Background: an optimization exercise with open tools, aiming at small area. Do not read the settings as production practice.
RTL that was checked went through simulation tests only; none was proved equivalent to the original.
Only the layout flow was run in runs 1 and 6; the RTL was not checked for function there.
Power and IR drop assume default switching activity.

<file path="flow/run.sh">
#!/bin/bash
# The standard layout (standard.sh), with these changes:
#  - synthesis: synth_recipe.tcl unchanged except that abc maps the combinational logic with an
#    area-oriented script (flow/abc_area.script); the registers are untouched by abc;
#  - buf_1 port buffers;
#  - a clock tree of clkbuf_8 clusters of up to 16 sinks, without dummy loads.
set -euo pipefail
here=$(pwd)
sed "s#^source \$::env(SCRIPTS_DIR)/synth.tcl#source $here/flow/abc_override.tcl\nsource \$::env(SCRIPTS_DIR)/synth.tcl#" \
  synth_recipe.tcl > area_synth.tcl
export MY_ABC_SCRIPT="$here/flow/abc_area.script"
export BUFFER_PORTS_ARGS="-buffer_cell sky130_fd_sc_hd__buf_1"
export CTS_ARGS="-sink_clustering_enable -repair_clock_nets -buf_list sky130_fd_sc_hd__clkbuf_8 -sink_clustering_size 16 -sink_clustering_max_diameter 60 -dont_use_dummy_load"
bash standard.sh \
  "SYNTH_SCRIPT=$here/area_synth.tcl" \
  "BUFFER_PORTS_ARGS=$BUFFER_PORTS_ARGS" \
  "CTS_ARGS=$CTS_ARGS" \
  finish > standard.log 2>&1
</file>
<file path="flow/abc_override.tcl">
# replace the abc script that synth.tcl hands to abc with $::env(MY_ABC_SCRIPT)

proc abc {args} {
  set out {}
  set skip 0
  foreach a $args {
    if {$skip} { lappend out $::env(MY_ABC_SCRIPT); set skip 0; continue }
    if {$a eq "-script"} { set skip 1 }
    lappend out $a
  }
  puts "abc override: $out"
  yosys abc {*}$out
}
</file>
<file path="constraint.sdc">
create_clock -name core_clock -period 15.0 [get_ports {clk}]
set_input_delay 3.0000 -clock core_clock [delete_from_list [all_inputs] [get_ports {clk}]]
set_output_delay 3.0000 -clock core_clock [all_outputs]
set_load 0.01 [all_outputs]
</file>
<file path="config.mk">
export PLATFORM = sky130hd
export DESIGN_NAME = quadrature_position_speed_tracker
export DESIGN_NICKNAME = quadrature_position_speed_tracker
export VERILOG_FILES = /design/flow/design.v
export SDC_FILE = /design/flow/constraint.sdc
export NUM_CORES = 4
export LEC_CHECK = 0
export CAP_MARGIN = 0
export CORE_MARGIN = 2
export CORE_UTILIZATION = 65
export PLACE_DENSITY = 0.75
export SLEW_MARGIN = 0
</file>
<file path="flow/abc_area.script">
&get -n
&st
&dch
&nf -R 1000
&put
topo
dnsize -c
</file>
<file path="design.v">
module qpst_rca #(
  parameter int W = 8
) (
  input  logic [W-1:0] a,
  input  logic [W-1:0] b,
  input  logic         ci,
  output logic [W-1:0] s,
  output logic         co
);
  logic [W:0] c;
  assign c[0] = ci;
  for (genvar i = 0; i < W; i++) begin : g_bit
    assign s[i]   = a[i] ^ b[i] ^ c[i];
    assign c[i+1] = (a[i] & b[i]) | (c[i] & (a[i] ^ b[i]));
  end
  assign co = c[W];
endmodule
module quadrature_position_speed_tracker (
  input  logic        clk,
  input  logic        rst,
  input  logic        sample_valid,
  output logic        sample_ready,
  input  logic [1:0]  sample_op,
  input  logic [15:0] sample_count,
  output logic        result_valid,
  input  logic        result_ready,
  output logic [31:0] result_total_count,
  output logic [15:0] result_delta_count,
  output logic        result_direction,
  output logic [31:0] result_shaft_rpm,
  output logic [31:0] result_shaft_rps,
  output logic [15:0] result_mech_angle,
  output logic [15:0] result_elec_angle,
  output logic [31:0] result_index_count,
  input  logic        cfg_valid,
  output logic        cfg_ready,
  input  logic [1:0]  cfg_index,
  input  logic [31:0] cfg_data
);
  logic [20:0] cpr_n;   
  logic [7:0]  pp;
  logic [31:0] rpm_gain;
  logic [31:0] rps_gain;
  logic [31:0] total;
  logic [15:0] delta;
  logic        dir;
  logic [31:0] rpm;
  logic [31:0] rps;
  logic [31:0] index;
  logic [15:0] mech;    
  logic [20:0] rem;     
  logic        busy;
  logic [5:0]  cnt;
  logic        icy;     
  logic        mbq;     
  logic        tchg;    
  assign cfg_ready = !rst;
  assign result_total_count = total;
  assign result_delta_count = delta;
  assign result_direction   = dir;
  assign result_shaft_rpm   = rpm;
  assign result_shaft_rps   = rps;
  assign result_mech_angle  = mech;
  assign result_elec_angle  = rem[15:0];
  assign result_index_count = index;
  wire start = sample_valid && !busy && (!result_valid || result_ready);
  wire last  = busy && (cnt == 6'd55);
  assign sample_ready = last;
  wire op_speed = (sample_op == 2'd0);
  wire op_index = (sample_op == 2'd1);
  wire op_clear = (sample_op == 2'd2);
  wire op_pos   = (sample_op == 2'd3);
  wire upd = start;
  wire clr = rst || (upd && op_clear);
  wire [31:0] rst32 = {32{rst}};
  wire [31:0] wd_cpr = ~((cfg_data & ~rst32) | (32'd4096  & rst32));
  wire [31:0] wd_pp  = (cfg_data & ~rst32) | (32'd1     & rst32);
  wire [31:0] wd_rpm = (cfg_data & ~rst32) | (32'd96000 & rst32);
  wire [31:0] wd_rps = (cfg_data & ~rst32) | (32'd1600  & rst32);
  always_ff @(posedge clk) begin
    if (rst || (cfg_valid && cfg_index == 2'd0)) cpr_n    <= wd_cpr[20:0];
    if (rst || (cfg_valid && cfg_index == 2'd1)) pp       <= wd_pp[7:0];
    if (rst || (cfg_valid && cfg_index == 2'd2)) rpm_gain <= wd_rpm;
    if (rst || (cfg_valid && cfg_index == 2'd3)) rps_gain <= wd_rps;
  end
  wire [15:0] step;
  wire        nbor;
  qpst_rca #(16) u_step (.a(sample_count), .b(~total[15:0]), .ci(1'b1), .s(step), .co(nbor));
  wire        bor = !nbor;
  wire        tdec  = (op_speed || op_pos) && step[15] && !bor;
  wire        first = busy && (cnt == 6'd63);
  wire        mul_on = busy && op_speed && !cnt[5];
  wire [3:0]  mi     = cnt[3:0];
  wire        msel   = cnt[4];
  wire        mbit   = mbq;
  wire [5:0]  cnt_n  = cnt + 6'd1;
  always_ff @(posedge clk) mbq <= delta[cnt_n[3:0]];
  wire        mlast  = (mi == 4'd15);
  wire        mneg   = delta[15];
  wire [31:0] g      = msel ? rpm_gain : rps_gain;
  wire [31:0] mb     = mbit ? (mlast ? ~g : g) : 32'd0;
  wire        mcin   = (mbit && mlast) || (mneg ? (mi < 4'd7) : (mi == 4'd7));
  wire [31:0] msum;
  wire        mco;
  qpst_rca #(32) u_mul (.a({mech[7:0], rpm[31:8]}), .b(mb), .ci(mcin), .s(msum), .co(mco));
  wire        mtop   = (mbit && mlast) ? !mco : mco;
  wire [32:0] s      = {mtop, msum};
  wire [31:0] znext  = {s[24:0], rpm[7:1]};
  wire        fits   = (s[32:24] == 9'h000) || (s[32:24] == 9'h1FF);
  wire [31:0] mres   = (mlast && !fits) ? {s[32], {31{!s[32]}}} : znext;
  wire        tneg   = total[31];
  wire        frac   = (cnt[5:4] == 2'b10);
  wire        ephase = (cnt[5:4] == 2'b11);
  wire        dbit   = cnt[5] ? (cnt[4] ? (cnt[3] && tchg) : tneg) : (total[~cnt[4:0]] ^ tneg);
  wire        ppbit  = pp[~cnt[2:0]];
  wire [21:0] dt     = {rem, dbit};
  wire [21:0] db     = ephase ? {6'd0, first ? total[31:16] : (mech & {16{ppbit}})} : {1'b1, cpr_n};
  wire [21:0] dd;
  wire        ge;
  qpst_rca #(22) u_div (.a(dt), .b(db), .ci(!ephase), .s(dd), .co(ge));
  wire [20:0] rnext  = (ge || ephase) ? dd[20:0] : dt[20:0];
  wire        qbit   = (ge ^ tneg) && (cpr_n != 21'h1FFFFF);
  always_ff @(posedge clk) begin
    if (busy && cnt[5] && (cnt[3:0] == 4'hF)) rem <= 21'd0;   
    else if (busy) rem <= rnext;
    else if (upd) rem <= {21{tdec}};
    if (upd) mech[7:0] <= 8'd0;
    else if (mul_on) mech[7:0] <= mlast ? 8'd0 : s[32:25];
    else if (busy && frac) mech <= {mech[14:0], qbit};
  end
  wire irot = busy && op_index && !cnt[5];
  always_ff @(posedge clk) begin
    if (clr) begin
      total <= 32'd0;
      delta <= 16'd0;
    end else if (upd) begin
      if (op_speed || op_pos) total[15:0] <= sample_count;
      if (op_speed) delta <= step;
    end else if (first) begin
      total[31:16] <= dd[15:0];
    end
    if (clr) index <= 32'd0;
    else if (irot) index <= {index[0] ^ icy, index[31:1]};
    if (upd) begin
      tchg <= (op_speed || op_pos) && (step[15] ^ bor);
    end
    if (upd) icy <= 1'b1;
    else if (irot) icy <= icy & index[0];
    if (rst) dir <= 1'b0;
    else if (upd && op_speed) dir <= step[15];
    if (clr || (upd && op_speed) || (mul_on && mlast && !msel)) rpm <= 32'd0;
    else if (mul_on) rpm <= mres;
    if (clr) rps <= 32'd0;
    else if (mul_on && mlast && !msel) rps <= mres;
  end
  always_ff @(posedge clk) begin
    if (rst) begin
      busy         <= 1'b0;
      result_valid <= 1'b0;
    end else begin
      if (start) busy <= 1'b1;
      else if (last) busy <= 1'b0;
      if (last) result_valid <= 1'b1;
      else if (result_ready) result_valid <= 1'b0;
    end
    if (start) cnt <= 6'd63;
    else if (busy) cnt <= cnt_n;
  end
endmodule
</file>
<file path="standard.sh">
#!/bin/bash
# synth_recipe.tcl (not shown) runs the flow's synth.tcl, then flattens the netlist and writes it again
# the make line also repeats each setting of config.mk as NAME=value (left out here)
make -C /OpenROAD-flow-scripts/flow DESIGN_CONFIG=/design/flow/config.mk WORK_HOME=/design/flow/orfs CLKGATE_MAP_FILE= SYNTH_SCRIPT=/design/flow/synth_recipe.tcl "${@:-finish}"
</file>
==> results.json, run 1 <==
{
  "dp_hpwl_um": 22000,
  "drt_iter0_drc": 772,
  "die_width_um": 146,
  "synth_ff_type": "dfxtp_1",
  "fp.dieH_um": 146,
  "wire_per_inst_um": 18.2,
  "power_w": 0.00247,
  "worstPathArrival_ps": 14850,
  "slew_violations": 0,
  "crit_buf_inv": 3,
  "grt_max_degree": 66,
  "synth_mux_area_share_pct": 5.38,
  "clk_path_buf_depth": 3,
  "clkPwrFrac_pct": 15.2,
  "start_util_pct": 65.7,
  "hp-class": "flop to flop",
  "drcViolationCount": 0,
  "status": "no timing/DRC/antenna violations",
  "netlist_area_mm2": 0.0132,
  "tritoncts": "done",
  "cellPowerDensity_mw_per_mm2": 165,
  "synth_top_family_by_area": "compound AO/OA/AOI/OAI gates",
  "finClkSkew_ps": 53.8,
  "power_leakage_nw": 5.20,
  "numCtsBuffers": 23,
  "yosys-top-cells-area": "dfxtp_1 (28%), edfxtp_1 (23%), fa_1 (10%)",
  "hold_viol_final": 0,
  "slew_headroom_pct": 16.9,
  "r2r_setup_slack_ps": 560,
  "comb_power_share_pct": 45.1,
  "cp_slowest_cell": "fa_2",
  "io_buffer_count": 236,
  "crit_family": "adder cells",
  "rsz0062_at_grt": "no",
  "p_sw_share_pct": 40.4,
  "postLayoutSetupSlackWorst_ps": 559,
  "fmax_mhz": 69.2,
  "cp_max_fo": 12,
  "synth_compound_area_share_pct": 16.3,
  "synth.most_common_cell": "a21oi_1",
  "area_growth_pct": 13.6,
  "yosysSeqAreaShare_pct": 51.2,
  "via_count": 10600,
  "drt-vias-per-instance": 5.89,
  "cp_slowest_stage_delay_ps": 460,
  "max-cap-violations": 0,
  "nets": 1658,
  "first_global_vias": 10000,
  "p_int_w": 0.00148,
  "grt_pass1_wl_um": 51200,
  "place.gp.congestion": 0.931,
  "clk_pin_slew_worst_paths_ps": 100,
  "grt-ovfl-total": 0,
  "dieArea_mm2": 0.0214,
  "tightest_slew_ps": 1230,
  "finalCritPeriodShare_pct": 96.3,
  "firstDrtPassIters": 5,
  "drive_above_1_share_pct": 6.17,
  "synth-edff-count": 102,
  "crit_path_frequent_cell": "fa_1",
  "synth-xor-area-share_pct": 2.13,
  "setup_viol": 0,
  "ctsRootBufferMaster": "clkbuf_8",
  "ys.warnings.count": 1,
  "final.setup.tns_ps": 0,
  "worstSetupStartpointType": "flop",
  "synth_fa_ha_area_share_pct": 11.0,
  "synth_fp_nets": 1386,
  "ant_nets": 0,
  "ios": 237,
  "num_rows": 52,
  "syn_avg_cell_area_um2": 10.5,
  "worstPathRequired_ps": 15410,
  "synthCells": 1254,
  "antenna_found_initial": 1,
  "yosys.area_share.simple_pct": 10.3,
  "clkLatencyLatePin_ps": 570,
  "htreeDepth": 1,
  "core_mm2": 0.0200,
  "setup.worst_path.end_class": "flop",
  "yosysTopAreaCellShare_pct": 28.0,
  "place_ws_ps": 458,
  "ir_drop_uv": 85.3,
  "async_reset_ff_share_pct": 0,
  "fin_crit_ps": 14440,
  "wl_um": 32700,
  "grt_usage_pct": 29.6,
  "criticalPathCategory": "flop to flop",
  "p_sw_w": 0.000999,
  "synth_area_leader_cell": "dfxtp_1",
  "p_seq_share_pct": 39.7,
  "ys_ff_latch": 286,
  "cts.sinks": 286,
  "synth_commonest_cells": "a21oi_1 (198), dfxtp_1 (184), o21ai_0 (156)",
  "yosysUniqueCellTypes": 37
}
==> placed cells by master, fill, tap and decap left out, types with 7 or more instances in the layout <==
| cell type | synthesis | routed |
|---|---|---|
| a221oi_1 | 15 | 15 |
| mux4_2 | 15 | 15 |
| buf_1 | 0 | 236 |
| fa_1 | 68 | 60 |
| nor4b_1 | 16 | 16 |
| xnor2_1 | 28 | 27 |
| nor2b_1 | 14 | 14 |
| a21oi_1 | 198 | 196 |
| o21ai_0 | 156 | 155 |
| dfxtp_1 | 184 | 181 |
| or2_0 | 11 | 11 |
| edfxtp_1 | 102 | 102 |
| mux2i_1 | 37 | 37 |
| buf_4 | 18 | 24 |
| clkbuf_8 | 0 | 23 |
| nand3_1 | 8 | 8 |
| nor2_1 | 65 | 63 |
| nand2b_1 | 7 | 7 |
| clkinv_1 | 94 | 94 |
| fa_2 | 0 | 8 |
| o211ai_1 | 20 | 20 |
| nand2_1 | 145 | 144 |
==> power groups by stage <==
stage,Sequential [W],Combinational (W),Clock (W)
3_3_place_gp,0.000995,0.00103,0
2_1_floorplan,0.00101,0.000766,0
6_report,0.000982,0.00112,0.000375
3_5_place_dp,0.000997,0.00106,0
4_1_cts,0.000980,0.00106,0.000382
5_1_grt,0.000993,0.00124,0.000409
==> sequential cells by signal, indices dropped and copies added (netlist names) <==
| name | cells |
|---|---|
| pp | 8 |
| result_valid | 1 |
| dir | 1 |
| busy | 1 |
| rpm | 32 |
| rps_gain | 32 |
| delta | 16 |
| cnt | 6 |
| mech | 16 |
| mbq | 1 |
| cpr_n | 21 |
| tchg | 1 |
| total | 32 |
| rem | 21 |
| icy | 1 |
| rpm_gain | 32 |
| rps | 32 |
| index | 32 |
==> final timing paths <==
kind	from	end	cells after the start
max	cnt[1]	rpm[22]	45
min	index[30]	index[29]	2
max reg2reg	cnt[1]	rpm[22]	45
min reg2reg	index[30]	index[29]	2
==> metal layers <==
layer  up-vias  share of wire, %  GRT usage [%]
met5         -                 0              0
met4         0               2.4           8.83
met3        59               7.9           5.22
met2       430                49           48.8
met1      5111                41           40.9
li1       4976                 -              -
==> final cells by class <==
type | count | area [um^2]
clock buffer | 23 | 317
tap | 270 | 338
fill | 1534 | 5080
antenna | 1 | 2.50
sequential | 286 | 6760
timing repair buffer | 262 | 1110
inverter | 94 | 353
multi-input combinational | 859 | 6080
==> timing repair <==
item	4_1_cts	5_1_grt
hold buffers	0	0
endpoints found under the setup margin	0	64
setup buffers	0	1
resized for setup	0	16
==> worst min-delay path, delay by kind of cell (launching register included) <==
family / cells / cell delay, ps
flip-flops: 1 / 340
AND/OR/NAND/NOR: 1 / 60
AO/OA/AOI/OAI: 1 / 50
==> metrics by stage <==
step	std cells	hold WS (ps)	util [%]	cell area, um^2
CTS	1789	460	74.1	14800
global placement	1766	445	72.5	14500
global route	1794	482	74.6	15000
finish	1795	462	74.7	15000
floorplan	1254	445	-	13200
detailed placement	1766	453	72.5	14500
==> cell families (layout without fill, tap and decap cells) <==
| family | count (synthesis) | after routing |
|---|---|---|
| AO/OA/AOI/OAI | 402 | 402 |
| AND/OR/NAND/NOR | 295 | 298 |
| flip-flops | 286 | 286 |
| buffers and inverters | 112 | 379 |
| adder cells (fa/ha/maj) | 75 | 75 |
| multiplexers | 52 | 52 |
| XOR/XNOR | 32 | 32 |
| other | 0 | 1 |
==> run 2, diff against run 1 <==
--- a/design.v
+++ b/design.v
@@ -85,8 +85,7 @@
   end
-  wire [15:0] step;
-  wire        nbor;
-  qpst_rca #(16) u_step (.a(sample_count), .b(~total[15:0]), .ci(1'b1), .s(step), .co(nbor));
-  wire        bor = !nbor;
+  wire        sstep = busy && (cnt == 6'd62);
+  wire        first = busy && (cnt == 6'd63);
+  wire [15:0] step;    
+  wire        bor;
   wire        tdec  = (op_speed || op_pos) && step[15] && !bor;
-  wire        first = busy && (cnt == 6'd63);
   wire        mul_on = busy && op_speed && !cnt[5];
@@ -113,9 +112,14 @@
   wire        ephase = (cnt[5:4] == 2'b11);
-  wire        dbit   = cnt[5] ? (cnt[4] ? (cnt[3] && tchg) : tneg) : (total[~cnt[4:0]] ^ tneg);
+  wire        dbit   = cnt[5] ? (cnt[4] ? (cnt[3] && (cnt[0] ? tchg : sample_count[0])) : tneg)
+                              : (total[~cnt[4:0]] ^ tneg);
   wire        ppbit  = pp[~cnt[2:0]];
   wire [21:0] dt     = {rem, dbit};
-  wire [21:0] db     = ephase ? {6'd0, first ? total[31:16] : (mech & {16{ppbit}})} : {1'b1, cpr_n};
+  wire [21:0] db     = !ephase ? {1'b1, cpr_n} :
+                       sstep   ? {6'h3F, ~total[15:0]} :
+                                 {6'd0, first ? total[31:16] : (mech & {16{ppbit}})};
   wire [21:0] dd;
   wire        ge;
-  qpst_rca #(22) u_div (.a(dt), .b(db), .ci(!ephase), .s(dd), .co(ge));
+  qpst_rca #(22) u_div (.a(dt), .b(db), .ci(!ephase || sstep), .s(dd), .co(ge));
+  assign step = dd[15:0];
+  assign bor  = dd[16];
   wire [20:0] rnext  = (ge || ephase) ? dd[20:0] : dt[20:0];
@@ -124,4 +128,5 @@
     if (busy && cnt[5] && (cnt[3:0] == 4'hF)) rem <= 21'd0;   
+    else if (sstep) rem <= {21{tdec}};
     else if (busy) rem <= rnext;
-    else if (upd) rem <= {21{tdec}};
+    else if (upd) rem <= {6'd0, sample_count[15:1]};
     if (upd) mech[7:0] <= 8'd0;
@@ -135,3 +140,3 @@
       delta <= 16'd0;
-    end else if (upd) begin
+    end else if (sstep) begin
       if (op_speed || op_pos) total[15:0] <= sample_count;
@@ -143,5 +148,3 @@
     else if (irot) index <= {index[0] ^ icy, index[31:1]};
-    if (upd) begin
-      tchg <= (op_speed || op_pos) && (step[15] ^ bor);
-    end
+    if (sstep) tchg <= (op_speed || op_pos) && (step[15] ^ bor);
     if (upd) icy <= 1'b1;
@@ -149,3 +152,3 @@
     if (rst) dir <= 1'b0;
-    else if (upd && op_speed) dir <= step[15];
+    else if (sstep && op_speed) dir <= step[15];
     if (clr || (upd && op_speed) || (mul_on && mlast && !msel)) rpm <= 32'd0;
@@ -165,3 +168,3 @@
     end
-    if (start) cnt <= 6'd63;
+    if (start) cnt <= 6'd62;
     else if (busy) cnt <= cnt_n;
==> results.json, run 2 <==
{
  "status": "no timing/DRC/antenna violations",
  "synth_area_leader_cell": "dfxtp_1",
  "final.setup.tns_ps": 0,
  "place.gp.congestion": 0.924,
  "num_rows": 51,
  "synth_fp_nets": 1441,
  "yosysSeqAreaShare_pct": 51.5,
  "power_leakage_nw": 5.16,
  "wire_per_inst_um": 19.4,
  "criticalPathCategory": "flop to flop",
  "yosysTopAreaCellShare_pct": 28.1,
  "finalCritPeriodShare_pct": 96.9,
  "numCtsBuffers": 24,
  "fillers": 1492,
  "final_common_cell": "buf_1",
  "clk_path_buf_depth": 3,
  "clkLatencyLatePin_ps": 560,
  "drt-vias-per-instance": 6.00,
  "hold_viol_final": 0,
  "synth_commonest_cells": "nand2_1 (209), dfxtp_1 (184), a21oi_1 (168), o21ai_0 (168), nor2_1 (127)",
  "comb_power_share_pct": 52.1,
  "grt_max_degree": 66,
  "setup.worst_path.end_class": "flop",
  "ir_drop_uv": 156,
  "start_util_pct": 66.7,
  "tightest_slew_ps": 1300,
  "slew_violations": 0,
  "p_int_w": 0.00162,
  "final_cell_mix": "buf_1 (236), nand2_1 (209), dfxtp_1 (181)",
  "tritoncts": "done",
  "worstSetupStartpointType": "flop",
  "finClkSkew_ps": 36.4,
  "reg2reg_depth": 45,
  "cellPowerDensity_mw_per_mm2": 192,
  "worstPathRequired_ps": 15410,
  "htreeDepth": 1,
  "via_count": 11200,
  "first_global_vias": 10600,
  "crit_path_frequent_cell": "fa_1",
  "p_sw_w": 0.00124,
  "cp_slowest_stage_delay_ps": 480,
  "rr_startpoint": "cnt[0]",
  "grt_usage_pct": 33.0,
  "setup_viol": 0,
  "io_buffer_count": 236,
  "fmax_mhz": 68.8,
  "hold_end": "rps[6]",
  "drt_iter0_drc": 1174,
  "ant_nets": 0,
  "hp-class": "flop to flop",
  "synth.most_common_cell": "nand2_1",
  "yosys-top-cells-area": "dfxtp_1 (28%), edfxtp_1 (23%), fa_1 (8.1%)",
  "p_sw_share_pct": 43.4,
  "r2r_setup_slack_ps": 460,
  "ios": 237,
  "final_util_pct": 75.8,
  "cts.sinks": 286,
  "cp_max_fo": 7,
  "num_antenna_cells": 0,
  "cp_slowest_cell": "fa_1",
  "dieArea_mm2": 0.0213,
  "ys.warnings.count": 1,
  "ctsRootBufferMaster": "clkbuf_8",
  "async_reset_ff_share_pct": 0,
  "netlist_area_mm2": 0.0131,
  "syn_avg_cell_area_um2": 9.90,
  "nets": 1715,
  "max-cap-violations": 0,
  "grt_pass1_wl_um": 56200,
  "ys_ff_latch": 286,
  "r2r_end": "rps[4]",
  "dp_hpwl_um": 25000,
  "hold_start": "rps[6]",
  "ctsHoldBuffers": 0,
  "slew_headroom_pct": 13.2,
  "grt-ovfl-total": 0,
  "fin_crit_ps": 14540,
  "wl_um": 36100,
  "firstDrtPassIters": 5,
  "fp.dieH_um": 146,
  "p_seq_share_pct": 34.6,
  "yosysUniqueCellTypes": 40,
  "drive_above_1_share_pct": 6.14,
  "synthCells": 1324,
  "clkPwrFrac_pct": 13.3,
  "drcViolationCount": 0,
  "synth_ff_type": "dfxtp_1",
  "synth-edff-count": 102,
  "area_growth_pct": 13.7,
  "antenna_found_initial": 0,
  "holdPathStages": 2,
  "core_mm2": 0.0197,
  "clk_pin_slew_worst_paths_ps": 90,
  "die_width_um": 146,
  "worstPathArrival_ps": 14950
}
==> run 2: final cells by class <==
type	instances	area, um^2	share of cell area [%]
well taps	265	332	2.23
repair buffers	266	1150	7.74
inverters	79	300	2.02
multi-input cells	941	6030	40.5
clock buffers	24	330	2.22
flip-flops and latches	286	6750	45.3
==> run 2: worst max path at each step <==
stage                      start  depth (start not counted)      end
after CTS                 cnt[0]                         45  rpm[20]
final                     cnt[0]                         45   rps[4]
after detailed placement  cnt[0]                         45  rps[20]
after floorplan           cnt[0]                         44   rpm[0]
after global placement    cnt[0]                         45  rps[30]
after global routing      cnt[0]                         45   rps[4]
==> run 2: per-stage QoR <==
step | worst slack (ps) | hold slack, ps | instance area (um^2) | power [W] | instances
2_1_floorplan | 48.7 | 445 | 13100 | 0.00199 | 1324
4_1_cts | 38.9 | 463 | 14800 | 0.00278 | 1856
5_1_grt | -44.4 | 491 | 14900 | 0.00304 | 1861
3_3_place_gp | 383 | 434 | 14400 | 0.00238 | 1832
6_report | 464 | 454 | 14900 | 0.00286 | 1861
3_5_place_dp | 43.5 | 440 | 14400 | 0.00240 | 1832
==> run 2: kinds of logic (layout without fill, tap and decap cells) <==
kind of cell | after synthesis | after routing | share of synthesized area, %
mux | 49 | 49 | 5.09
buf+inv | 97 | 369 | 3.29
simple gates | 402 | 402 | 12.7
flops | 286 | 286 | 51.5
fa+ha+maj | 60 | 60 | 8.76
compound gates | 398 | 398 | 16.5
xor+xnor | 32 | 32 | 2.14
==> run 2: what timing repair did <==
| action | in CTS | in global routing |
|---|---|---|
| endpoints found under the setup margin | 0 | 64 |
| resized for setup | 0 | 27 |
| setup buffers | 0 | 4 |
==> run 2: per-layer routing <==
layer	track usage, %	vias to the layer above	wire length [um]
li1	-	5159	-
met4	9.51	0	1160
met3	7.37	96	3430
met5	0	-	0
met2	53.1	600	17000
met1	45.5	5311	14500
==> run 2: power groups by stage <==
stage               clock network, W  registers (W)  logic (W)
finish                      0.000382       0.000991    0.00149
global route                0.000411       0.000999    0.00163
CTS                         0.000387       0.000986    0.00141
detailed placement                 0        0.00100    0.00140
global placement                   0        0.00100    0.00138
floorplan                          0        0.00103   0.000964
==> run 2: worst max-delay path: cells and delay by family, from the launching register on <==
| kind | cells | cell delay [ps] |
|---|---|---|
| AND/OR/NAND/NOR | 3 | 510 |
| AO/OA/AOI/OAI | 5 | 1010 |
| flip-flops | 1 | 350 |
| adder cells (fa/ha/maj) | 33 | 11990 |
| buffers and inverters | 4 | 500 |
==> run 3, diff against run 2 <==
--- a/config.mk
+++ b/config.mk
@@ -10,3 +10,3 @@
 export CORE_UTILIZATION = 65
-export PLACE_DENSITY = 0.75
+export PLACE_DENSITY = 0.95
 export SLEW_MARGIN = 0
==> results.json, run 3 <==
{
  "reg2reg_depth": 44,
  "firstDrtPassIters": 6,
  "worstPathArrival_ps": 15120,
  "cts.sinks": 286,
  "yosys-top-cells-area": "dfxtp_1 (28%), edfxtp_1 (23%), fa_1 (8.1%)",
  "ir_drop_uv": 113,
  "clkLatencyLatePin_ps": 560,
  "ys_ff_latch": 286,
  "fp.dieH_um": 146,
  "yosysSeqAreaShare_pct": 51.5,
  "fillers": 1263,
  "worstSetupStartpointType": "flop",
  "hold_viol_final": 0,
  "worstPathRequired_ps": 15390,
  "drt_iter0_drc": 1734,
  "syn_avg_cell_area_um2": 9.90,
  "grt_pass1_wl_um": 59000,
  "grt_usage_pct": 34.7,
  "tightest_slew_ps": 1310,
  "die_width_um": 146,
  "tritoncts": "done",
  "hold_end": "rps[1]",
  "wl_um": 39500,
  "start_util_pct": 66.7,
  "fmax_mhz": 67.9,
  "synth_commonest_cells": "nand2_1 (209), dfxtp_1 (184), a21oi_1 (168), o21ai_0 (168), nor2_1 (127)",
  "wire_per_inst_um": 21.2,
  "synth_fp_nets": 1441,
  "place.gp.congestion": 1.02,
  "drcViolationCount": 0,
  "synth-edff-count": 102,
  "drive_above_1_share_pct": 6.35,
  "yosysTopAreaCellShare_pct": 28.1,
  "final_util_pct": 75.5,
  "nets": 1709,
  "postLayoutSetupSlackWorst_ps": 273,
  "dp_hpwl_um": 26700,
  "synthCells": 1324,
  "cellPowerDensity_mw_per_mm2": 194,
  "criticalPathCategory": "flop to flop",
  "clk_pin_slew_worst_paths_ps": 100,
  "hold_start": "rps[1]",
  "grt-ovfl-total": 0,
  "cp_slowest_stage_delay_ps": 570,
  "antenna_found_initial": 2,
  "crit_buf_inv": 3,
  "finClkSkew_ps": 70.8,
  "synth_area_leader_cell": "dfxtp_1",
  "fin_crit_ps": 14730,
  "power_leakage_nw": 5.12,
  "crit_path_frequent_cell": "fa_1",
  "cp_max_fo": 31,
  "slew_headroom_pct": 11.4,
  "ctsHoldBuffers": 0,
  "async_reset_ff_share_pct": 0,
  "netlist_area_mm2": 0.0131,
  "core_mm2": 0.0197,
  "crit_family": "adder cells",
  "slew_violations": 0,
  "ys.warnings.count": 1,
  "htreeDepth": 1,
  "finalCritPeriodShare_pct": 98.2,
  "io_buffer_count": 236,
  "ant_nets": 0,
  "status": "no timing/DRC/antenna violations",
  "area_growth_pct": 13.2,
  "holdPathStages": 2,
  "ctsRootBufferMaster": "clkbuf_8",
  "drt-vias-per-instance": 6.49,
  "place_ws_ps": 110,
  "setup_viol": 0,
  "ios": 237,
  "max-cap-violations": 0,
  "grt_max_degree": 66,
  "dieArea_mm2": 0.0213,
  "num_rows": 51,
  "r2r_end": "rps[19]",
  "final_cell_mix": "buf_1 (236), nand2_1 (209), dfxtp_1 (181)",
  "cp_slowest_cell": "fa_2",
  "numCtsBuffers": 22,
  "synth.most_common_cell": "nand2_1",
  "synth_ff_type": "dfxtp_1",
  "clk_path_buf_depth": 3,
  "hp-class": "flop to flop",
  "rr_startpoint": "cnt[1]",
  "yosysUniqueCellTypes": 40,
  "final_common_cell": "buf_1",
  "setup.worst_path.end_class": "flop",
  "r2r_setup_slack_ps": 270,
  "first_global_vias": 11300,
  "via_count": 12100
}
-- run 3: worst max path at each step --
stage            from       to  slack [ps]  depth (start not counted)
2_1_floorplan  cnt[0]   rpm[0]          50                         44
3_3_place_gp   cnt[0]  rps[30]         380                         45
3_5_place_dp   cnt[0]   rps[7]         110                         45
4_1_cts        cnt[0]  rps[16]           7                         45
5_1_grt        cnt[1]  rps[19]        -250                         44
6_report       cnt[1]  rps[19]         270                         44
-- run 3: worst register-to-register path: cells and delay by family (launching register included) --
kind	cells	cell delay (ps)
and+or+nand+nor	5	1080
DFF	1	360
adders and majority gates	33	12290
AOI/OAI and AO/OA	3	470
buffers and inverters	3	390
-- run 3: kinds of logic (layout without fill, tap and decap cells) --
logic type,after synthesis,in the layout,share of synthesized area [%]
AOI/OAI and AO/OA,398,398,16.5
xor gates and xnor gates,32,32,2.14
adders and majority gates,60,60,8.76
buffers and inverters,97,363,3.29
DFF,286,286,51.5
muxes,49,49,5.09
other,0,3,0
and+or+nand+nor,402,402,12.7
-- run 3: final cells by class --
| type | count | area, um^2 | share of cell area [%] |
|---|---|---|---|
| Antenna cell | 3 | 7.51 | 0.0506 |
| Clock buffer | 22 | 303 | 2.04 |
| Inverter | 79 | 300 | 2.02 |
| Multi-Input combinational cell | 941 | 6050 | 40.8 |
| Sequential cell | 286 | 6750 | 45.5 |
| Tap cell | 265 | 332 | 2.23 |
| Timing Repair Buffer | 262 | 1100 | 7.39 |
-- run 3: stage by stage --
stage	std cells	area, um^2	hold WS, ps	power (W)	TNS [ps]
detailed placement	1831	14400	440	0.00239	0
finish	1858	14800	459	0.00287	0
CTS	1853	14700	462	0.00275	0
global route	1857	14800	489	0.00301	-9240
floorplan	1324	13100	445	0.00199	0
global placement	1831	14400	436	0.00231	0
-- run 3: what timing repair did --
| item | CTS | global route |
|---|---|---|
| setup buffers | 0 | 2 |
| endpoints found under the hold margin | 0 | 0 |
| pin swaps | 0 | 3 |
| endpoints found under the setup margin | 3 | 64 |
| resized for setup | 3 | 31 |
-- run 3: where the power goes --
group | leakage (nW) | total [W] | internal [W] | switching [W]
clock network | 0.158 | 0.000367 | 0.000132 | 0.000236
registers | 2.49 | 0.000997 | 0.000903 | 0.0000934
logic | 2.47 | 0.00151 | 0.000559 | 0.000951
total | 5.12 | 0.00287 | 0.00159 | 0.00128
-- run 3: per-layer routing --
layer | vias to the layer above | wire length, um | track usage, %
met4 | 0 | 2820 | 18.9
met2 | 1092 | 18000 | 56.0
li1 | 5166 | - | -
met5 | - | 0 | 0
met1 | 5534 | 13300 | 43.3
met3 | 258 | 5290 | 8.71
==> run 4, diff against run 3 <==
==> flow/abc_area.script (replaced) <==
&get -n
&st
&dch
&nf -R 1000
&put
strash
&get -n
&st
&dch
&nf -R 1000
&put
topo
dnsize -c
--- a/config.mk
+++ b/config.mk
@@ -10,3 +10,3 @@
 export CORE_UTILIZATION = 65
-export PLACE_DENSITY = 0.95
+export PLACE_DENSITY = 0.9
 export SLEW_MARGIN = 0
==> results.json, run 4 <==
{
  "ctsRootBufferMaster": "clkbuf_8",
  "fin_crit_ps": 14450,
  "worstSetupStartpointType": "flop",
  "synth_mux_area_share_pct": 5.17,
  "fmax_mhz": 69.2,
  "final_common_cell": "buf_1",
  "synthCells": 1297,
  "finalCritPeriodShare_pct": 96.3,
  "rsz0062_at_grt": "no",
  "criticalPathCategory": "flop to flop",
  "design_area_mm2": 0.0148,
  "wire_per_inst_um": 20.2,
  "grt_max_degree": 59,
  "drive_above_1_share_pct": 6.07,
  "dp_hpwl_um": 25800,
  "final-seq-area_mm2": 0.00675,
  "clkLatencyLatePin_ps": 570,
  "power_leakage_nw": 5.17,
  "final_util_pct": 75.7,
  "synth-edff-count": 102,
  "finClkSkew_ps": 31.6,
  "grt_pass1_wl_um": 57900,
  "yosys-top-cells-area": "dfxtp_1 (28%), edfxtp_1 (23%), fa_1 (8.1%)",
  "crit_family": "adder cells",
  "cp_max_fo": 25,
  "fillers": 1309,
  "synth_compound_area_share_pct": 15.5,
  "yosys.area_share.simple_pct": 13.6,
  "status": "no timing/DRC/antenna violations",
  "slew_headroom_pct": 11.8,
  "setup.worst_path.end_class": "flop",
  "async_reset_ff_share_pct": 0,
  "ctsHoldBuffers": 0,
  "synth.most_common_cell": "dfxtp_1",
  "drcViolationCount": 0,
  "synth_fp_nets": 1414,
  "synth_commonest_cells": "dfxtp_1 (184), nor2_1 (151), nand2_1 (148)",
  "cp_slowest_stage_delay_ps": 560,
  "tightest_slew_ps": 1310,
  "first_global_vias": 10900,
  "setup_viol": 0,
  "cp_slowest_cell": "fa_1",
  "final_cell_mix": "buf_1 (236), dfxtp_1 (181), nand2_1 (147), nor2_1 (147), a21oi_1 (129)",
  "num_rows": 51,
  "ir_drop_uv": 105,
  "yosysTopAreaCellShare_pct": 28.1,
  "slew_violations": 0,
  "die_width_um": 146,
  "crit_buf_inv": 4,
  "ys_ff_latch": 286,
  "dieArea_mm2": 0.0213,
  "worstPathRequired_ps": 15460,
  "synth_top_family_by_area": "compound AO/OA/AOI/OAI gates",
  "core_mm2": 0.0196,
  "via_count": 11500,
  "hold_viol_final": 0,
  "numCtsBuffers": 21,
  "post-cts-setup-buffer-count": 0,
  "io_buffer_count": 236,
  "multiInputGateArea_mm2": 0.00603,
  "firstDrtPassIters": 6,
  "nets": 1684,
  "cellPowerDensity_mw_per_mm2": 191,
  "wl_um": 36900,
  "ant_nets": 0,
  "start_util_pct": 66.9,
  "worstPathArrival_ps": 14910,
  "drt_iter0_drc": 1535,
  "place.gp.congestion": 0.952,
  "synth_ff_type": "dfxtp_1",
  "hp-class": "flop to flop",
  "syn_avg_cell_area_um2": 10.1,
  "cts.sinks": 286,
  "clk_path_buf_depth": 3,
  "dpl_cell_area_mm2": 0.0144,
  "yosysUniqueCellTypes": 39,
  "max-cap-violations": 0,
  "crit_path_frequent_cell": "fa_1",
  "grt-ovfl-total": 0,
  "synth_area_leader_cell": "dfxtp_1",
  "ys.warnings.count": 1,
  "yosysSeqAreaShare_pct": 51.5,
  "antenna_found_initial": 0,
  "grt_usage_pct": 33.7,
  "clk_pin_slew_worst_paths_ps": 100,
  "area_growth_pct": 13.2,
  "ios": 237,
  "synth-xor-area-share_pct": 2.14,
  "netlist_area_mm2": 0.0131,
  "tritoncts": "done",
  "synth_fa_ha_area_share_pct": 8.77,
  "drt-vias-per-instance": 6.28,
  "htreeDepth": 1,
  "fp.dieH_um": 146
}
[run 4: kinds of logic (layout without fill, tap and decap cells)]
kind of cell,Yosys count,in the layout
AOI/OAI and AO/OA,354,354
xor gates and xnor gates,32,32
adders and majority gates,60,60
buffers and inverters,98,366
DFF,286,286
muxes,50,50
other,0,1
and+or+nand+nor,417,417
[run 4: power by group]
| group | switching (W) | total, W | leakage [nW] | internal (W) |
|---|---|---|---|---|
| Combinational | 0.000927 | 0.00147 | 2.53 | 0.000540 |
| Sequential | 0.0000960 | 0.00100 | 2.49 | 0.000905 |
| Clock | 0.000236 | 0.000363 | 0.151 | 0.000126 |
| Total | 0.00126 | 0.00283 | 5.17 | 0.00157 |
[run 4: metrics by stage]
| stage | power (W) | setup WS [ps] | hold WS [ps] | instances | setup TNS (ps) |
|---|---|---|---|---|---|
| after floorplan | 0.00197 | 66.9 | 441 | 1297 | 0 |
| after global placement | 0.00232 | 460 | 438 | 1809 | 0 |
| after detailed placement | 0.00240 | -113 | 443 | 1809 | -792 |
| after CTS | 0.00275 | 31.4 | 464 | 1830 | 0 |
| after global routing | 0.00299 | 37.0 | 484 | 1830 | 0 |
| final | 0.00283 | 552 | 456 | 1831 | 0 |
[run 4: repair_timing]
action                                 in CTS  in global routing
setup endpoints to repair                  39                 64
resized for setup                           4                 45
pin swaps                                   0                  4
endpoints found under the hold margin       0                  0
[run 4: path summary, 6_finish.rpt]
| path | startpoint | to | slack (ps) | cells past startpoint |
|---|---|---|---|---|
| min reg2reg | rps[0] | rps[0] | 460 | 2 |
| max reg2reg | cnt[0] | rpm[14] | 550 | 46 |
| min | rps[0] | rps[0] | 460 | 2 |
| max | cnt[0] | rpm[14] | 550 | 46 |
[run 4: area by class of cell]
| class | instances | area share, % |
|---|---|---|
| Inverter | 80 | 2.03 |
| Antenna cell | 1 | 0.0169 |
| Tap cell | 265 | 2.24 |
| Sequential cell | 286 | 45.5 |
| Clock buffer | 21 | 1.95 |
| Timing Repair Buffer | 265 | 7.58 |
| Multi-Input combinational cell | 913 | 40.7 |
[run 4: worst min-delay path: stages, from the launching register on]
cell and delay (ps):
dfxtp_1 330, nand2_1 40, o21ai_0 50
[run 4: routing by layer]
layer  GRT usage (%)  wire length [um]  up-vias
met2            54.8             17400      845
met3            7.99              4290      182
met5               0                 0        -
met4            13.7              1810        0
li1                -                 -     5108
met1            44.0             13400     5366
==> run 5, diff against run 4 <==
==> flow/abc_area.script (replaced) <==
&get -n
&st
&dch
&nf -R 1000
&put
topo
dnsize -c
==> results.json, run 5 <==
{
  "design_area_mm2": 0.0148,
  "cp_max_fo": 31,
  "nets": 1707,
  "synth_top_family_by_area": "compound AO/OA/AOI/OAI gates",
  "multiInputGateArea_mm2": 0.00601,
  "reg2reg_depth": 44,
  "dpl_cell_area_mm2": 0.0144,
  "worstSetupStartpointType": "flop",
  "max-cap-violations": 0,
  "crit_path_frequent_cell": "fa_1",
  "num_rows": 51,
  "synth_fa_ha_area_share_pct": 8.76,
  "netlist_area_mm2": 0.0131,
  "dieArea_mm2": 0.0213,
  "ctsRootBufferMaster": "clkbuf_8",
  "drive_above_1_share_pct": 5.60,
  "cellPowerDensity_mw_per_mm2": 193,
  "power_leakage_nw": 5.11,
  "fin_crit_ps": 14510,
  "fmax_mhz": 68.9,
  "dp_hpwl_um": 25700,
  "finalCritPeriodShare_pct": 96.7,
  "ctsHoldBuffers": 0,
  "final_common_cell": "buf_1",
  "ys.warnings.count": 1,
  "clk_path_buf_depth": 3,
  "synth-edff-count": 102,
  "yosys-top-cells-area": "dfxtp_1 (28%), edfxtp_1 (23%), fa_1 (8.1%)",
  "yosysSeqAreaShare_pct": 51.5,
  "grt_max_degree": 66,
  "criticalPathCategory": "flop to flop",
  "yosys.area_share.simple_pct": 12.7,
  "ys_ff_latch": 286,
  "fp.dieH_um": 146,
  "drt_iter0_drc": 1543,
  "yosysUniqueCellTypes": 40,
  "first_global_vias": 10900,
  "synth_compound_area_share_pct": 16.5,
  "synth_fp_nets": 1441,
  "finalNonFillerCells": 1854,
  "grt_pass1_wl_um": 56700,
  "core_mm2": 0.0197,
  "synth-xor-area-share_pct": 2.14,
  "final-seq-area_mm2": 0.00675,
  "finClkSkew_ps": 42.6,
  "grt-ovfl-total": 0,
  "ir_drop_uv": 122,
  "holdPathStages": 2,
  "antenna_found_initial": 1,
  "hold_viol_final": 0,
  "io_buffer_count": 236,
  "slew_violations": 0,
  "status": "no timing/DRC/antenna violations",
  "r2r_setup_slack_ps": 490,
  "synth_mux_area_share_pct": 5.09,
  "synth_commonest_cells": "nand2_1 (209), dfxtp_1 (184), a21oi_1 (168), o21ai_0 (168), nor2_1 (127)",
  "slew_headroom_pct": 19.0,
  "final_cell_mix": "buf_1 (236), nand2_1 (209), dfxtp_1 (181)",
  "wl_um": 37200,
  "drt-vias-per-instance": 6.27,
  "clkLatencyLatePin_ps": 550,
  "post-cts-setup-buffer-count": 0,
  "drcViolationCount": 0,
  "setup_viol": 0,
  "cp_slowest_cell": "fa_1",
  "async_reset_ff_share_pct": 0,
  "synth_area_leader_cell": "dfxtp_1",
  "yosysTopAreaCellShare_pct": 28.1,
  "place.gp.congestion": 1.02,
  "firstDrtPassIters": 6,
  "clk_pin_slew_worst_paths_ps": 110,
  "tritoncts": "done",
  "htreeDepth": 1,
  "start_util_pct": 66.7,
  "area_growth_pct": 12.8,
  "grt_usage_pct": 33.1,
  "ios": 237,
  "hp-class": "flop to flop",
  "dpl.cell_count": 1831,
  "tightest_slew_ps": 1210,
  "wire_per_inst_um": 20.1,
  "ant_nets": 0,
  "worstPathArrival_ps": 14950,
  "synthCells": 1324,
  "cp_slowest_stage_delay_ps": 500,
  "cts.sinks": 286,
  "via_count": 11600,
  "power_w": 0.00285,
  "synth.most_common_cell": "nand2_1",
  "numCtsBuffers": 22,
  "syn_avg_cell_area_um2": 9.90,
  "setup.worst_path.end_class": "flop",
  "die_width_um": 146,
  "synth_ff_type": "dfxtp_1",
  "worstPathRequired_ps": 15440,
  "fillers": 1315
}
[run 5: layout make-up]
type	instances	area share, %
clock buffer	22	2.05
multi-input combinational	941	40.7
inverter	79	2.03
sequential	286	45.7
timing repair buffer	260	7.32
tap	265	2.24
antenna	1	0.0169
[run 5: cells by family (layout without fill, tap and decap cells)]
group	Yosys count	in the layout
and+or+nand+nor	402	402
AOI/OAI and AO/OA	398	398
DFF	286	286
buffers and inverters	97	361
adders and majority gates	60	60
muxes	49	49
xor gates and xnor gates	32	32
other	0	1
[run 5: timing repair]
action | 4_1_cts | 5_1_grt
endpoints found under the hold margin | 0 | 0
resized for setup | 2 | 21
endpoints found under the setup margin | 6 | 64
pin swaps | 0 | 4
[run 5: power by group]
part	switching [W]	internal, W	total, W	leakage (nW)
logic	0.000939	0.000554	0.00149	2.46
clock network	0.000235	0.000132	0.000367	0.158
registers	0.0000882	0.000903	0.000991	2.49
total	0.00126	0.00159	0.00285	5.11
[run 5: path summary, 6_finish.rpt]
check,endpoint,from
max reg2reg,rps[12],cnt[0]
min,index[3],index[4]
min reg2reg,index[3],index[4]
max,rps[12],cnt[0]
[run 5: per-stage QoR]
stage / hold slack (ps) / worst slack, ps / setup TNS, ps / util (%)
CTS: 464 / 8.59 / 0 / 74.9
finish: 460 / 488 / 0 / 75.2
global route: 479 / -76.0 / -212 / 75.2
detailed placement: 440 / 47.1 / 0 / 73.3
floorplan: 445 / 48.7 / 0 / -
global placement: 435 / 402 / 0 / 73.3
[run 5: metal layers]
metal | up-vias | track usage, % | share of wire, %
met1 | 5408 | 43.2 | 36
met4 | 0 | 12.8 | 5.0
li1 | 5167 | - | -
met5 | - | 0 | 0
met2 | 891 | 53.9 | 47
met3 | 163 | 8.24 | 12
[run 5: worst max-delay path, delay by kind of cell (launching register included)]
kind                       cells  cell delay [ps]
adders and majority gates     33            11990
buffers and inverters          3              550
DFF                            1              360
and+or+nand+nor                5              830
AOI/OAI and AO/OA              3              650
==> run 6, diff against run 5 <==
--- a/design.v
+++ b/design.v
@@ -53,3 +53,2 @@
   logic [5:0]  cnt;
-  logic        icy;     
   logic        mbq;     
@@ -147,6 +146,6 @@
     if (clr) index <= 32'd0;
-    else if (irot) index <= {index[0] ^ icy, index[31:1]};
+    else if (irot) index <= {index[0] ^ tchg, index[31:1]};
     if (sstep) tchg <= (op_speed || op_pos) && (step[15] ^ bor);
-    if (upd) icy <= 1'b1;
-    else if (irot) icy <= icy & index[0];
+    else if (first) tchg <= 1'b1;
+    else if (irot) tchg <= tchg & index[0];
     if (rst) dir <= 1'b0;
==> results.json, run 6 <==
{
  "power_leakage_nw": 5.13,
  "worstPathRequired_ps": 15460,
  "cp_slowest_cell": "fa_2",
  "synth_mux_area_share_pct": 5.03,
  "finClkSkew_ps": 24.1,
  "postLayoutSetupSlackWorst_ps": 379,
  "final_common_cell": "buf_1",
  "nets": 1708,
  "max-cap-violations": 0,
  "p_sw_w": 0.00134,
  "core_mm2": 0.0196,
  "synth_ff_type": "dfxtp_1",
  "numCtsBuffers": 22,
  "clkLatencyLatePin_ps": 560,
  "p_sw_share_pct": 45.1,
  "comb_power_share_pct": 54.4,
  "netlist_area_mm2": 0.0131,
  "yosys-top-cells-area": "dfxtp_1 (28%), edfxtp_1 (23%), fa_1 (8.1%)",
  "final_cell_mix": "buf_1 (236), nand2_1 (194), dfxtp_1 (180)",
  "ctsRootBufferMaster": "clkbuf_8",
  "wl_um": 37500,
  "synth_fa_ha_area_share_pct": 8.79,
  "grt_pass1_wl_um": 57000,
  "clk_path_buf_depth": 3,
  "clk_pin_slew_worst_paths_ps": 100,
  "via_count": 11600,
  "start_util_pct": 66.7,
  "grt-ovfl-total": 0,
  "crit_path_frequent_cell": "fa_1",
  "yosysUniqueCellTypes": 39,
  "synth.most_common_cell": "nand2_1",
  "fin_crit_ps": 14620,
  "place_ws_ps": 41.1,
  "fp.dieH_um": 146,
  "dieArea_mm2": 0.0213,
  "drive_above_1_share_pct": 5.92,
  "p_seq_share_pct": 33.4,
  "synth_compound_area_share_pct": 16.4,
  "synthCells": 1319,
  "synth_commonest_cells": "nand2_1 (195), dfxtp_1 (183), a21oi_1 (179)",
  "drt-vias-per-instance": 6.25,
  "synth_area_leader_cell": "dfxtp_1",
  "cp_max_fo": 15,
  "num_rows": 51,
  "worstSetupStartpointType": "flop",
  "ant_nets": 0,
  "slew_headroom_pct": 13.2,
  "p_int_w": 0.00164,
  "slew_violations": 0,
  "synth-edff-count": 102,
  "criticalPathCategory": "flop to flop",
  "drt_iter0_drc": 1396,
  "ys.warnings.count": 1,
  "tritoncts": "done",
  "grt_max_degree": 66,
  "io_buffer_count": 236,
  "synth_top_family_by_area": "compound AO/OA/AOI/OAI gates",
  "wire_per_inst_um": 20.2,
  "yosysTopAreaCellShare_pct": 28.0,
  "dp_hpwl_um": 25700,
  "setup.worst_path.end_class": "flop",
  "firstDrtPassIters": 6,
  "area_growth_pct": 13.5,
  "crit_family": "adder cells",
  "synth_fp_nets": 1436,
  "first_global_vias": 10800,
  "htreeDepth": 1,
  "drcViolationCount": 0,
  "finalCritPeriodShare_pct": 97.5,
  "fmax_mhz": 68.4,
  "yosys.area_share.simple_pct": 12.9,
  "grt_usage_pct": 33.3,
  "worstPathArrival_ps": 15080,
  "cellPowerDensity_mw_per_mm2": 201,
  "hp-class": "flop to flop",
  "syn_avg_cell_area_um2": 9.91,
  "cts.sinks": 285,
  "ir_drop_uv": 151,
  "hold_viol_final": 0,
  "antenna_found_initial": 1,
  "cp_slowest_stage_delay_ps": 480,
  "ys_ff_latch": 285,
  "yosysSeqAreaShare_pct": 51.5,
  "ctsHoldBuffers": 0,
  "holdWs_ps": 462,
  "place.gp.congestion": 0.941,
  "clkPwrFrac_pct": 12.3,
  "die_width_um": 146,
  "setup_viol": 0,
  "ios": 237,
  "status": "no timing/DRC/antenna violations",
  "async_reset_ff_share_pct": 0,
  "synth-xor-area-share_pct": 2.14,
  "tightest_slew_ps": 1300,
  "crit_buf_inv": 3
}
run 6: cell types whose count changed after synthesis, sizes merged, moves of 4 or more:
cell | before | now
o211ai | 27 | 31
a21oi | 168 | 179
nand2 | 209 | 195
o21ai | 168 | 157
o221ai | 13 | 0
nor3 | 3 | 20
a2111oi | 0 | 9
run 6: cell families (layout without fill, tap and decap cells):
kind of cell / after synthesis / after routing
mux: 48 / 48
buf+inv: 96 / 364
compound gates: 396 / 396
fa+ha+maj: 60 / 60
flops: 285 / 285
simple gates: 402 / 404
other cells: 0 / 1
xor+xnor: 32 / 32
run 6: power groups by stage:
| stage | Combinational, W | Sequential (W) | Clock (W) |
|---|---|---|---|
| floorplan | 0.00102 | 0.00103 | 0 |
| global placement | 0.00143 | 0.00100 | 0 |
| detailed placement | 0.00149 | 0.00101 | 0 |
| CTS | 0.00150 | 0.000988 | 0.000370 |
| global route | 0.00175 | 0.00100 | 0.000402 |
| finish | 0.00162 | 0.000993 | 0.000365 |
run 6: area by class of cell:
type                            count  area (um^2)
Fill cell                        1367         4750
Inverter                           78          294
Tap cell                          265          332
Sequential cell                   285         6730
Antenna cell                        1         2.50
Multi-Input combinational cell    940         6050
Clock buffer                       22          303
Timing Repair Buffer              264         1130
run 6: path summary, 6_finish.rpt:
path,start,to,slack [ps],cells after the start
max reg2reg,cnt[1],rps[19],380,45
max,cnt[1],rps[19],380,45
min reg2reg,rps[15],rps[15],460,2
min,rps[15],rps[15],460,2
run 6: stage by stage:
| stage | total power (W) | area (um^2) | TNS [ps] | cells | util [%] |
|---|---|---|---|---|---|
| after global routing | 0.00316 | 14800 | -342 | 1855 | 75.7 |
| after floorplan | 0.00205 | 13100 | 0 | 1319 | - |
| after global placement | 0.00244 | 14400 | 0 | 1825 | 73.5 |
| after detailed placement | 0.00249 | 14400 | 0 | 1825 | 73.5 |
| final | 0.00298 | 14800 | 0 | 1855 | 75.7 |
| after CTS | 0.00286 | 14700 | 0 | 1847 | 75.0 |
run 6: per-layer routing:
| layer | GRT usage [%] | share of wire [%] | up-vias |
|---|---|---|---|
| met4 | 11.0 | 4.2 | 0 |
| met2 | 54.3 | 47 | 812 |
| met1 | 44.7 | 37 | 5468 |
| met5 | 0 | 0 | - |
| met3 | 7.24 | 11 | 160 |
| li1 | - | - | 5157 |
run 6: worst register-to-register path, delay by kind of cell (launching register included):
family / cells / cell delay, ps
flip-flops: 1 / 370
adder cells (fa/ha/maj): 33 / 12070
AO/OA/AOI/OAI: 2 / 310
AND/OR/NAND/NOR: 7 / 1440
buffers and inverters: 3 / 360
run 6: what timing repair did:
action,4_1_cts,5_1_grt
setup endpoints to repair,2,64
pin swaps,0,4
gates cloned,0,3
gates resized for setup,1,19
setup buffers,0,4
==> run 7, diff against run 6 <==
--- a/design.v
+++ b/design.v
@@ -53,2 +53,3 @@
   logic [5:0]  cnt;
+  logic        icy;     
   logic        mbq;     
@@ -146,6 +147,6 @@
     if (clr) index <= 32'd0;
-    else if (irot) index <= {index[0] ^ tchg, index[31:1]};
+    else if (irot) index <= {index[0] ^ icy, index[31:1]};
     if (sstep) tchg <= (op_speed || op_pos) && (step[15] ^ bor);
-    else if (first) tchg <= 1'b1;
-    else if (irot) tchg <= tchg & index[0];
+    if (upd) icy <= 1'b1;
+    else if (irot) icy <= icy & index[0];
     if (rst) dir <= 1'b0;
--- a/flow/run.sh
+++ b/flow/run.sh
@@ -5,3 +5,3 @@
 #  - buf_1 port buffers;
-#  - a clock tree of clkbuf_8 clusters of up to 16 sinks, without dummy loads.
+#  - a clock tree of clkbuf_8 clusters of up to 20 sinks, without dummy loads.
 set -euo pipefail
@@ -12,3 +12,3 @@
 export BUFFER_PORTS_ARGS="-buffer_cell sky130_fd_sc_hd__buf_1"
-export CTS_ARGS="-sink_clustering_enable -repair_clock_nets -buf_list sky130_fd_sc_hd__clkbuf_8 -sink_clustering_size 16 -sink_clustering_max_diameter 60 -dont_use_dummy_load"
+export CTS_ARGS="-sink_clustering_enable -repair_clock_nets -buf_list sky130_fd_sc_hd__clkbuf_8 -sink_clustering_size 20 -sink_clustering_max_diameter 60 -dont_use_dummy_load"
 bash standard.sh \
==> results.json, run 7 <==
{
  "status": "no timing/DRC/antenna violations",
  "synth-edff-count": 102,
  "first_global_vias": 10800,
  "synth_area_leader_cell": "dfxtp_1",
  "holdWs_ps": 465,
  "io_buffer_count": 236,
  "final-seq-area_mm2": 0.00675,
  "r2r_end": "rps[28]",
  "r2r_setup_slack_ps": 340,
  "multiInputGateArea_mm2": 0.00602,
  "cp_max_fo": 31,
  "final_cell_mix": "buf_1 (236), nand2_1 (209), dfxtp_1 (181)",
  "synth_commonest_cells": "nand2_1 (209), dfxtp_1 (184), a21oi_1 (168), o21ai_0 (168), nor2_1 (127)",
  "grt_usage_pct": 32.9,
  "ir_drop_uv": 110,
  "critPathLaunch": "cnt[0]",
  "drt-vias-per-instance": 6.28,
  "reg2reg_depth": 44,
  "htreeDepth": 1,
  "comb_power_share_pct": 52.9,
  "ios": 237,
  "yosys-top-cells-area": "dfxtp_1 (28%), edfxtp_1 (23%), fa_1 (8.1%)",
  "fmax_mhz": 68.2,
  "netlist_area_mm2": 0.0131,
  "grt_pass1_wl_um": 56500,
  "synth.most_common_cell": "nand2_1",
  "via_count": 11600,
  "cp_slowest_cell": "fa_2",
  "dieArea_mm2": 0.0213,
  "ant_nets": 0,
  "synth_ff_type": "dfxtp_1",
  "power_w": 0.00284,
  "grt_max_degree": 66,
  "finalCritPeriodShare_pct": 97.7,
  "grt-ovfl-total": 0,
  "wire_per_inst_um": 20.1,
  "finClkSkew_ps": 42.4,
  "start_util_pct": 66.7,
  "cp_slowest_stage_delay_ps": 440,
  "nets": 1704,
  "synth_fp_nets": 1441,
  "syn_avg_cell_area_um2": 9.90,
  "clkLatencyLatePin_ps": 560,
  "ctsHoldBuffers": 0,
  "drcViolationCount": 0,
  "dpl.cell_count": 1831,
  "criticalPathCategory": "flop to flop",
  "clk_path_buf_depth": 3,
  "dp_hpwl_um": 25700,
  "fillers": 1306,
  "max-cap-violations": 0,
  "final_common_cell": "buf_1",
  "clkPwrFrac_pct": 12.2,
  "worstSetupStartpointType": "flop",
  "worstPathRequired_ps": 15350,
  "slew_violations": 0,
  "area_growth_pct": 12.5,
  "crit_buf_inv": 3,
  "setup.worst_path.end_class": "flop",
  "numCtsBuffers": 19,
  "antenna_found_initial": 1,
  "clk_pin_slew_worst_paths_ps": 120,
  "setup_viol": 0,
  "synthCells": 1324,
  "rr_startpoint": "cnt[0]",
  "firstDrtPassIters": 8,
  "ys_ff_latch": 286,
  "p_int_w": 0.00157,
  "drive_above_1_share_pct": 5.43,
  "postLayoutSetupSlackWorst_ps": 341,
  "place_ws_ps": 47.1,
  "p_sw_share_pct": 44.6,
  "hp-class": "flop to flop",
  "tritoncts": "done",
  "wl_um": 37200,
  "power_leakage_nw": 5.09,
  "cellPowerDensity_mw_per_mm2": 192,
  "place.gp.congestion": 1.02,
  "cts.sinks": 286,
  "yosysUniqueCellTypes": 40,
  "core_mm2": 0.0197,
  "yosysSeqAreaShare_pct": 51.5,
  "slew_headroom_pct": 14.9,
  "fp.dieH_um": 146,
  "p_seq_share_pct": 34.9,
  "crit_path_frequent_cell": "fa_1",
  "fin_crit_ps": 14660,
  "hold_viol_final": 0,
  "holdPathStages": 2,
  "finalNonFillerCells": 1851,
  "yosysTopAreaCellShare_pct": 28.1,
  "hold_start": "rps[17]",
  "drt_iter0_drc": 1542,
  "post-cts-setup-buffer-count": 0,
  "tightest_slew_ps": 1270,
  "num_rows": 51,
  "hold_end": "rps[17]",
  "crit_family": "adder cells",
  "ys.warnings.count": 1,
  "worstPathArrival_ps": 15010,
  "async_reset_ff_share_pct": 0,
  "p_sw_w": 0.00127,
  "die_width_um": 146,
  "ctsRootBufferMaster": "clkbuf_8",
  "final.setup.tns_ps": 0
}
-- run 7: cell types whose count changed after synthesis, moves of 2 or more --
cell	delta
nor3_1	-17
nand2_1	+14
o221ai_1	+13
a21oi_1	-11
o21ai_0	+11
a2111oi_0	-9
o211ai_1	-4
a221oi_1	+3
nor2_1	+3
a211oi_1	-2
nand3_1	-2
-- run 7: stage by stage --
stage / cell area [um^2] / utilization, %
6_report: 14700 / 75.0
5_1_grt: 14700 / 75.0
4_1_cts: 14700 / 74.6
3_5_place_dp: 14400 / 73.3
3_3_place_gp: 14400 / 73.3
2_1_floorplan: 13100 / -
-- run 7: power by group through the flow --
stage	clock, W	sequential [W]	combinational [W]
floorplan	0	0.00103	0.000964
global placement	0	0.000997	0.00135
detailed placement	0	0.00100	0.00141
CTS	0.000345	0.000985	0.00142
global route	0.000370	0.000999	0.00160
finish	0.000347	0.000991	0.00150
-- run 7: repair_timing --
item,CTS,global route
gates resized for setup,1,22
pin swaps,0,5
setup endpoints to repair,3,64
hold endpoints to repair,0,0
-- run 7: logic make-up (layout without fill, tap and decap cells) --
kind of cell	after synthesis	count (layout)	synth area share, %
AO/OA/AOI/OAI	398	398	16.5
multiplexers	49	49	5.09
buffers and inverters	97	358	3.29
flip-flops	286	286	51.5
XOR/XNOR	32	32	2.14
adder cells (fa/ha/maj)	60	60	8.76
AND/OR/NAND/NOR	402	402	12.7
other	0	1	0
-- run 7: worst max-delay path by stage --
stage / endpoint / slack (ps) / cells past startpoint
CTS: rps[20] / 40 / 44
global route: rps[28] / -170 / 44
global placement: rps[30] / 400 / 45
finish: rps[28] / 340 / 44
detailed placement: rps[20] / 50 / 45
floorplan: rpm[0] / 50 / 44
-- run 7: layout make-up --
| cell class | count | share of cell area, % |
|---|---|---|
| Clock buffer | 19 | 1.77 |
| Inverter | 79 | 2.04 |
| Multi-Input combinational cell | 941 | 40.8 |
| Tap cell | 265 | 2.25 |
| Antenna cell | 1 | 0.0170 |
| Timing Repair Buffer | 260 | 7.34 |
| Sequential cell | 286 | 45.8 |
-- run 7: routing by layer --
metal / global-route usage (%) / vias up / share of wire, %
li1: - / 5157 / -
met1: 43.5 / 5454 / 36
met2: 54.0 / 847 / 47
met4: 12.2 / 0 / 4.6
met3: 6.99 / 158 / 12
met5: 0 / - / 0
-- run 7: worst min-delay path, delay by kind of cell (launching register included) --
kind	cells	cell delay, ps
compound gates	1	50
flops	1	340
simple gates	1	40

## re-timing with driven ports
No port has a modelled driver above. Below, the same layouts with a new extraction and two added sets of constraints. Step 1 sets driving cells, clkbuf_16 on the clock port and buf_2 on the other inputs (assumed; they add their load-dependent delay and slew). Step 2 times the ports against the registers' clock, not the clock port: input delays grow and output delays shrink by t, the midpoint of the rising clock arrivals with the driver on. a / b / c = no drivers / after step 1 / after step 2; a / b = the first two.
run | shift t [ns] | slack for setup (ns) | hold WS [ns] | latest minus earliest clock arrival (ns) | slew at the worst register clock pin (ns)
run 1 | 0.587 | 0.559 / 0.559 / 0.559 | 0.462 / 0.462 / 0.462 | 0.055 / 0.054 | 0.11 / 0.11
run 2 | 0.587 | 0.464 / 0.464 / 0.464 | 0.454 / 0.454 / 0.454 | 0.037 / 0.037 | 0.10 / 0.10
run 3 | 0.569 | 0.273 / 0.273 / 0.273 | 0.459 / 0.459 / 0.459 | 0.071 / 0.070 | 0.11 / 0.11
run 4 | 0.593 | 0.552 / 0.552 / 0.552 | 0.456 / 0.456 / 0.456 | 0.031 / 0.032 | 0.11 / 0.11
run 5 | 0.573 | 0.488 / 0.488 / 0.488 | 0.460 / 0.460 / 0.460 | 0.042 / 0.042 | 0.11 / 0.11
run 6 | 0.590 | 0.379 / 0.379 / 0.379 | 0.462 / 0.462 / 0.462 | 0.024 / 0.024 | 0.10 / 0.10
run 7 | 0.582 | 0.341 / 0.341 / 0.341 | 0.465 / 0.465 / 0.465 | 0.043 / 0.043 | 0.12 / 0.12
After both steps every run listed still meets setup and hold.
